From an optimization exercise on the open Yosys and OpenROAD flow, aimed at small area, a short achievable clock period and few clock cycles per item; shortcuts taken in it are not production practice. Where RTL was checked, it was by simulation tests only, not by an equivalence proof against the original. Power figures rest on the tool's default switching activity, not on a simulated workload.

== the baseline ==
==> module goldschmidt_ctrl, before the edit <==
module goldschmidt_ctrl #(
    parameter int ITERS = 5
) (
    input  logic        clk,
    input  logic        rst_n,
    input  logic        start,
    input  logic [15:0] n,
    input  logic [15:0] d,
    output logic        busy,
    output logic        done,
    output logic [15:0] q,
    output logic        dbz
);
    localparam int K = 2;
    logic [15:0] dr;
    logic [15:0] rr;
    logic [15:0] qr;
    logic [2:0] cnt;
    logic        sat;
    logic [2:0] cnt0;
    logic [31:0] ld;
    logic [15:0] rn;
    logic [15:0] qn;
    logic        qlast;
    assign sat = (n[15:8] >= d);
    always_comb begin
        ld   = 32'(n) << 7;
        cnt0 = 3'd7;
        if (((n >> 5) < d)) begin
            ld   = 32'(n) << 11;
            cnt0 = 3'd5;
        end
        if (((n >> 1) < d)) begin
            ld   = 32'(n) << 15;
            cnt0 = 3'd3;
        end
    end
    always_comb begin
        logic [16:0] t;
        rn = rr;
        qn = qr;
        for (int i = 0; i < K; i++) begin
            t  = {rn, qn[15]} - {1'b0, dr};
            rn = t[16] ? {rn[14:0], qn[15]} : t[15:0];
            qn = {qn[14:0], ~t[16]};
        end
    end
    assign qlast = ({rr, qr[15]} >= {1'b0, dr});
    assign q     = {qr[14:0], qlast};
    always_ff @(posedge clk) begin
        if (!rst_n) begin
            busy <= 1'b0;
            done <= 1'b0;
        end else begin
            done <= 1'b0;
            if (!busy) begin
                if (start) begin
                    if (sat) done <= 1'b1;
                    else     busy <= 1'b1;
                end
            end else if (cnt == '0) begin
                busy <= 1'b0;
                done <= 1'b1;
            end
        end
    end
    always_ff @(posedge clk) begin
        if (!busy) begin
            dr  <= d;
            rr  <= sat ? 16'hFFFF : ld[31:16];
            qr  <= sat ? 16'hFFFF : ld[15:0];
            cnt <= cnt0;
            dbz <= (d == 16'd0);
        end else begin
            rr  <= rn;
            qr  <= qn;
            cnt <= cnt - 1'b1;
            dbz <= 1'b0;
        end
    end
endmodule
export LEC_CHECK = 0
export CAP_MARGIN = 20
export CORE_MARGIN = 2
export CORE_UTILIZATION = 40
export SLEW_MARGIN = 20
export BUFFER_PORTS_ARGS = -buffer_cell sky130_fd_sc_hd__buf_1
create_clock -name core_clock -period 11.5 [get_ports {clk}]
standard.sh (not shown) runs the stock make flow with config.mk's settings and CLKGATE_MAP_FILE= SYNTH_SCRIPT=/design/flow/synth_recipe.tcl, a recipe that flattens the netlist after the stock synthesis.
==> flow/flow/run.sh <==
#!/bin/bash
set -euo pipefail
echo 'export BUFFER_PORTS_ARGS = -buffer_cell sky130_fd_sc_hd__buf_1' >> "$FLOW_CONFIG"
bash standard.sh > standard.log 2>&1
--- input diff the baseline..the candidate ---
-- flow/design.v --
<<< the baseline, line 22
    logic [15:0] rn;
    logic [15:0] qn;
    logic        qlast;
    assign sat = (n[15:8] >= d);
    always_comb begin
        ld   = 32'(n) << 7;
        cnt0 = 3'd7;
        if (((n >> 5) < d)) begin
            ld   = 32'(n) << 11;
            cnt0 = 3'd5;
        end
        if (((n >> 1) < d)) begin
            ld   = 32'(n) << 15;
            cnt0 = 3'd3;
        end
    end
>>> the candidate, line 22
    logic [15:0] rn;
    logic [15:0] qn;
    assign sat = (n[15:8] >= d);
    always_comb begin
        ld   = 32'(n) << 8;
        cnt0 = 3'd7;
        if ((|d[15:12])) begin
            ld   = 32'(n) << 12;
            cnt0 = 3'd5;
        end
        if ((|d[15:14])) begin
            ld   = 32'(n) << 14;
            cnt0 = 3'd4;
        end
    end
<<< the baseline, line 46
        end
    end
    assign qlast = ({rr, qr[15]} >= {1'b0, dr});
    assign q     = {qr[14:0], qlast};
    always_ff @(posedge clk) begin
        if (!rst_n) begin
>>> the candidate, line 45
        end
    end
    always_ff @(posedge clk) begin
        if (!rst_n) begin
<<< the baseline, line 68
        if (!busy) begin
            dr  <= d;
            rr  <= sat ? 16'hFFFF : ld[31:16];
            qr  <= sat ? 16'hFFFF : ld[15:0];
            cnt <= cnt0;
>>> the candidate, line 65
        if (!busy) begin
            dr  <= d;
            rr  <= ld[31:16];
            qr  <= sat ? 16'hFFFF : ld[15:0];
            cnt <= cnt0;
<<< the baseline, line 79
        end
    end
endmodule
>>> the candidate, line 76
        end
    end
    assign q = qr;
endmodule
Notes after the runs:
- Total power per unit cell area down about 4.4% in the candidate wrt the baseline
- Summary of the candidate over the baseline: initial core utilization was more or less identical; gate count of the mapped netlist went down 117; final standard cell area without fillers fell by about 17%; peak ir drop on the vdd network down about 14%; number of standard cells in the final layout excluding fillers now smaller.
- For the sequential share of the synthesized area, the candidate came in 5.7 points higher than the baseline did.
No run of this note included a check of the RTL's function; only the layout flow was run.

* * *

== job 7662 ==
goldschmidt_ctrl, a different RTL version from the one above (not shown whole).
For scale: about 620 cells after synthesis, ~55 flip-flops, about 54 I/O pins, about 0.0053 mm² of cells after synthesis.
==> module goldschmidt_ctrl, before the edit <==
module goldschmidt_ctrl #(
    parameter int ITERS = 5
) (
    input  logic        clk,
    input  logic        rst_n,
    input  logic        start,
    input  logic [15:0] n,
    input  logic [15:0] d,
    output logic        busy,
    output logic        done,
    output logic [15:0] q,
    output logic        dbz
);
    logic [15:0] dr;
    logic [15:0] rr;
    logic [15:0] qr;
    logic [2:0] cnt;
    logic        satr;
    logic        sat;
    logic [2:0] cnt0;
    logic [31:0] ld;
    logic [8:0] st;
    assign st  = {1'b0, n[15:8]} - {1'b0, d[7:0]};
    assign sat = ~st[8] & ~|d[15:8];
    always_comb begin
        ld   = 32'(n) << 8;
        cnt0 = 3'd7;
        if ((|d[15:12])) begin
            ld   = 32'(n) << 12;
            cnt0 = 3'd5;
        end
        if ((|d[15:14])) begin
            ld   = 32'(n) << 14;
            cnt0 = 3'd4;
        end
    end
    logic [17:0] wv;
    logic [18:0] t1, t2, t3;
    logic        s1, s2, s3;
    logic [15:0] rn;
    logic [1:0]  qd;
    assign wv = {rr, qr[15:14]};
    assign t1 = {1'b0, wv} - {3'b0, dr};
    assign t2 = {1'b0, wv} - {2'b0, dr, 1'b0};
    assign t3 = {1'b0, wv} - ({3'b0, dr} + {2'b0, dr, 1'b0});
    assign s1 = ~t1[18];
    assign s2 = ~t2[18];
    assign s3 = ~t3[18];
    assign qd = {s2, s3 | (s1 & ~s2)};
    always_comb begin
        if (s3)      rn = t3[15:0];
        else if (s2) rn = t2[15:0];
        else if (s1) rn = t1[15:0];
        else         rn = wv[15:0];
    end
    assign q = qr | {16{satr}};
    always_ff @(posedge clk) begin
        if (!rst_n) begin
            busy <= 1'b0;
            done <= 1'b0;
        end else begin
            done <= 1'b0;
            if (!busy) begin
                if (start) begin
                    if (sat) done <= 1'b1;
                    else     busy <= 1'b1;
                end
            end else if (cnt == '0) begin
                busy <= 1'b0;
                done <= 1'b1;
            end
        end
    end
    always_ff @(posedge clk) begin
        if (!busy) begin
            dr   <= d;
            rr   <= ld[31:16];
            qr   <= ld[15:0];
            cnt  <= cnt0;
            satr <= sat;
            dbz  <= (d == 16'd0);
        end else begin
            rr   <= rn;
            qr   <= {qr[13:0], qd};
            cnt  <= cnt - 1'b1;
            satr <= 1'b0;
            dbz  <= 1'b0;
        end
    end
endmodule
clock: 11.5 ns
lec_check: 0
cap_margin: 20
core_margin: 2
core_utilization: 40
slew_margin: 20
buffer_ports_args: -buffer_cell sky130_fd_sc_hd__buf_1
setup_slack_margin: 7.8
==> flow/flow/run.sh <==
#!/bin/bash
set -euo pipefail
echo 'export BUFFER_PORTS_ARGS = -buffer_cell sky130_fd_sc_hd__buf_1' >> "$FLOW_CONFIG"
echo 'export SETUP_SLACK_MARGIN = 7.8' >> "$FLOW_CONFIG"
bash standard.sh > standard.log 2>&1
Job 7662 reached the final stage; the timing, design-rule and antenna checks on its layout passed.
Testbench counts of job 7662, summed over its fixed seeds: cycles 13,880, items 2,400.
Input changes introduced in job 9764 (baseline for comparison: job 7662):
diff --git a/flow/design.v b/flow/design.v
--- a/flow/design.v
+++ b/flow/design.v
@@ -18,11 +18,9 @@
     logic        satr;
     logic        sat;
     logic [2:0] cnt0;
     logic [31:0] ld;
-    logic [8:0] st;
-    assign st  = {1'b0, n[15:8]} - {1'b0, d[7:0]};
-    assign sat = ~st[8] & ~|d[15:8];
+    assign sat = (n[15:8] >= d);
     always_comb begin
         ld   = 32'(n) << 8;
         cnt0 = 3'd7;
         if ((|d[15:12])) begin
Findings:
- Per the comparison of job 9764 with job 7662, complex-gate fraction of the synthesized area comparable; maximum number of pins on one net before global-route repair now smaller; routed wire length now smaller; floorplan die height now larger.
- Going from job 7662 to job 9764, the path length in cells of the critical path was found to have gone up by 3.
- Relative to job 7662, share of cell area taken by muxes after synthesis has gone up in job 9764.
- Side by side, met2 demand-to-capacity share in global routing turned out lower in job 9764 than in job 7662.
- Against job 7662, combined area of the multi-input logic cells in job 9764 rose slightly.
- In the flow results for job 9764 and job 7662, the proportion of power drawn by the clock network is smaller on job 9764.
- Relative max-transition margin: job 9764 better than job 7662
- Going from job 7662 to job 9764, power grows by about 3.7%.
- Higher design area was reported by job 9764, not job 7662.
- Area growth from synthesis to layout: job 9764 vs job 7662 up 0.83 points
Only the layout flow was run in job 9764; the RTL was not checked for function there.

* * *

run C:
Another version of the RTL of goldschmidt_ctrl (not shown whole).
Size in the first run: ~55 flip-flops, about 54 I/O pins, about 5800 µm² of cells after synthesis.
==> module goldschmidt_ctrl, before the edit <==
module goldschmidt_ctrl #(
    parameter int ITERS = 5
) (
    input  logic        clk,
    input  logic        rst_n,
    input  logic        start,
    input  logic [15:0] n,
    input  logic [15:0] d,
    output logic        busy,
    output logic        done,
    output logic [15:0] q,
    output logic        dbz
);
    logic [15:0] dr;
    logic [15:0] rr;
    logic [15:0] qr;
    logic [2:0] cnt;
    logic        satr;
    logic        sat;
    logic [2:0] cnt0;
    logic [31:0] ld;
    logic [8:0] st;
    assign st  = {1'b0, n[15:8]} - {1'b0, d[7:0]};
    assign sat = ~st[8] & ~|d[15:8];
    always_comb begin
        ld   = 32'(n) << 8;
        cnt0 = 3'd7;
        if ((|d[15:12])) begin
            ld   = 32'(n) << 12;
            cnt0 = 3'd5;
        end
        if ((|d[15:14])) begin
            ld   = 32'(n) << 14;
            cnt0 = 3'd4;
        end
        if (((n >> 0) < d)) begin
            ld   = 32'(n) << 16;
            cnt0 = 3'd3;
        end
    end
    logic [17:0] wv;
    logic [18:0] t1, t2, t3;
    logic        s1, s2, s3;
    logic [15:0] rn;
    logic [1:0]  qd;
    assign wv = {rr, qr[15:14]};
    assign t1 = {1'b0, wv} - {3'b0, dr};
    assign t2 = {1'b0, wv} - {2'b0, dr, 1'b0};
    assign t3 = {1'b0, wv} - ({3'b0, dr} + {2'b0, dr, 1'b0});
    assign s1 = ~t1[18];
    assign s2 = ~t2[18];
    assign s3 = ~t3[18];
    assign qd = {s2, s3 | (s1 & ~s2)};
    always_comb begin
        if (s3)      rn = t3[15:0];
        else if (s2) rn = t2[15:0];
        else if (s1) rn = t1[15:0];
        else         rn = wv[15:0];
    end
    assign q = qr | {16{satr}};
    always_ff @(posedge clk) begin
        if (!rst_n) begin
            busy <= 1'b0;
            done <= 1'b0;
        end else begin
            done <= 1'b0;
            if (!busy) begin
                if (start) begin
                    if (sat) done <= 1'b1;
                    else     busy <= 1'b1;
                end
            end else if (cnt == '0) begin
                busy <= 1'b0;
                done <= 1'b1;
            end
        end
    end
    always_ff @(posedge clk) begin
        if (!busy) begin
            dr   <= d;
            rr   <= ld[31:16];
            qr   <= ld[15:0];
            cnt  <= cnt0;
            satr <= sat;
            dbz  <= (d == 16'd0);
        end else begin
            rr   <= rn;
            qr   <= {qr[13:0], qd};
            cnt  <= cnt - 1'b1;
            satr <= 1'b0;
            dbz  <= 1'b0;
        end
    end
endmodule
export LEC_CHECK = 0
export CAP_MARGIN = 20
export CORE_MARGIN = 2
export CORE_UTILIZATION = 65
export SLEW_MARGIN = 20
export BUFFER_PORTS_ARGS = -buffer_cell sky130_fd_sc_hd__buf_1
export SETUP_SLACK_MARGIN = 8.1
create_clock -name core_clock -period 11.5 [get_ports {clk}]
==> flow/flow/run.sh <==
#!/bin/bash
set -euo pipefail
echo 'export BUFFER_PORTS_ARGS = -buffer_cell sky130_fd_sc_hd__buf_1' >> "$FLOW_CONFIG"
echo 'export SETUP_SLACK_MARGIN = 8.1' >> "$FLOW_CONFIG"
bash standard.sh > standard.log 2>&1
Run C reached the end of the flow, and the finished layout is clean on the timing, design-rule and antenna checks.
## Diff of input files: run B against run C
diff --git a/flow/design.v b/flow/design.v
--- a/flow/design.v
+++ b/flow/design.v
@@ -27,15 +27,15 @@
         cnt0 = 3'd7;
         if ((|d[15:12])) begin
             ld   = 32'(n) << 12;
             cnt0 = 3'd5;
         end
-        if ((|d[15:14])) begin
+        if ((|d[15:14]) || (d[13] && !n[15])) begin
             ld   = 32'(n) << 14;
             cnt0 = 3'd4;
         end
-        if (((n >> 0) < d)) begin
+        if ((d[15] && !n[15]) || (d[14] && n[15:14] == 2'b00)) begin
             ld   = 32'(n) << 16;
             cnt0 = 3'd3;
         end
     end
     logic [17:0] wv;
In summary, run B completed successfully, with a layout that passed the timing, design-rule and antenna checks. Of run B and run C, the run reporting the higher well tap count was run C. Run B ends up with a wire length on met2 that is 29% lower than in run C. Run B: clock-buffer cell count 1 below run C. Setup slack (run B over run C): increase, 0.59 ns. Sequential power: higher on run C. Delta (run B minus run C): wire length after detailed routing has decreased, initial core utilization has decreased, global-route wire length before repair has decreased, critical path depth has remained practically unchanged. The floorplan die area in run B is 0.920 times that in run C. The met3 layer usage reported by global route reported for run B is smaller than that of run C by 3.3 points. Synthesized cell count in run B is 59 lower than in run C.
No run of this note included a check of the RTL's function; only the layout flow was run.

## what the ideal ports hide
The results above use ideal ports. As a check the final layouts listed here were re-extracted and re-timed, cells and wires unchanged.
Step 1 assumes that a clkbuf_16 drives the clock port and a buf_2 every other input.
Step 2 adds t to the input delays and takes it off the output delays; t is the mean of the earliest and latest rising clock arrival at the registers after step 1. Input paths then give back, and output paths get back, about the clock's delay inside the block.
Three values: no drivers, after step 1, after step 2; two values: the first two.
| run | t (ns) | slack for setup (ns) | hold WS [ns] | worst setup path after step 2 | pins driven straight from the clock port |
|---|---|---|---|---|---|
| the baseline | 0.339 | 5.912 / 5.912 / 5.912 | 0.390 / 0.390 / 0.390 | register to register | 1 |
| the candidate | 0.340 | 6.057 / 6.057 / 6.057 | 0.457 / 0.457 / 0.457 | register to register | 1 |
| job 7662 | 0.325 | 7.947 / 7.947 / 7.622 | 0.451 / 0.451 / 0.451 | input to register | 1 |
| job 9764 | 0.329 | 7.913 / 7.903 / 7.585 | 0.453 / 0.453 / 0.453 | input to register | 1 |
| run C | 0.352 | 7.404 / 7.379 / 7.028 | 0.493 / 0.493 / 0.493 | input to register | 1 |
| run B | 0.340 | 7.991 / 7.953 / 7.613 | 0.463 / 0.463 / 0.463 | input to register | 1 |
After both steps setup and hold are still met in every run listed. For run B, which loses most, drivers alone change the setup slack by -0.038 ns; drivers and shift together by -0.378 ns.
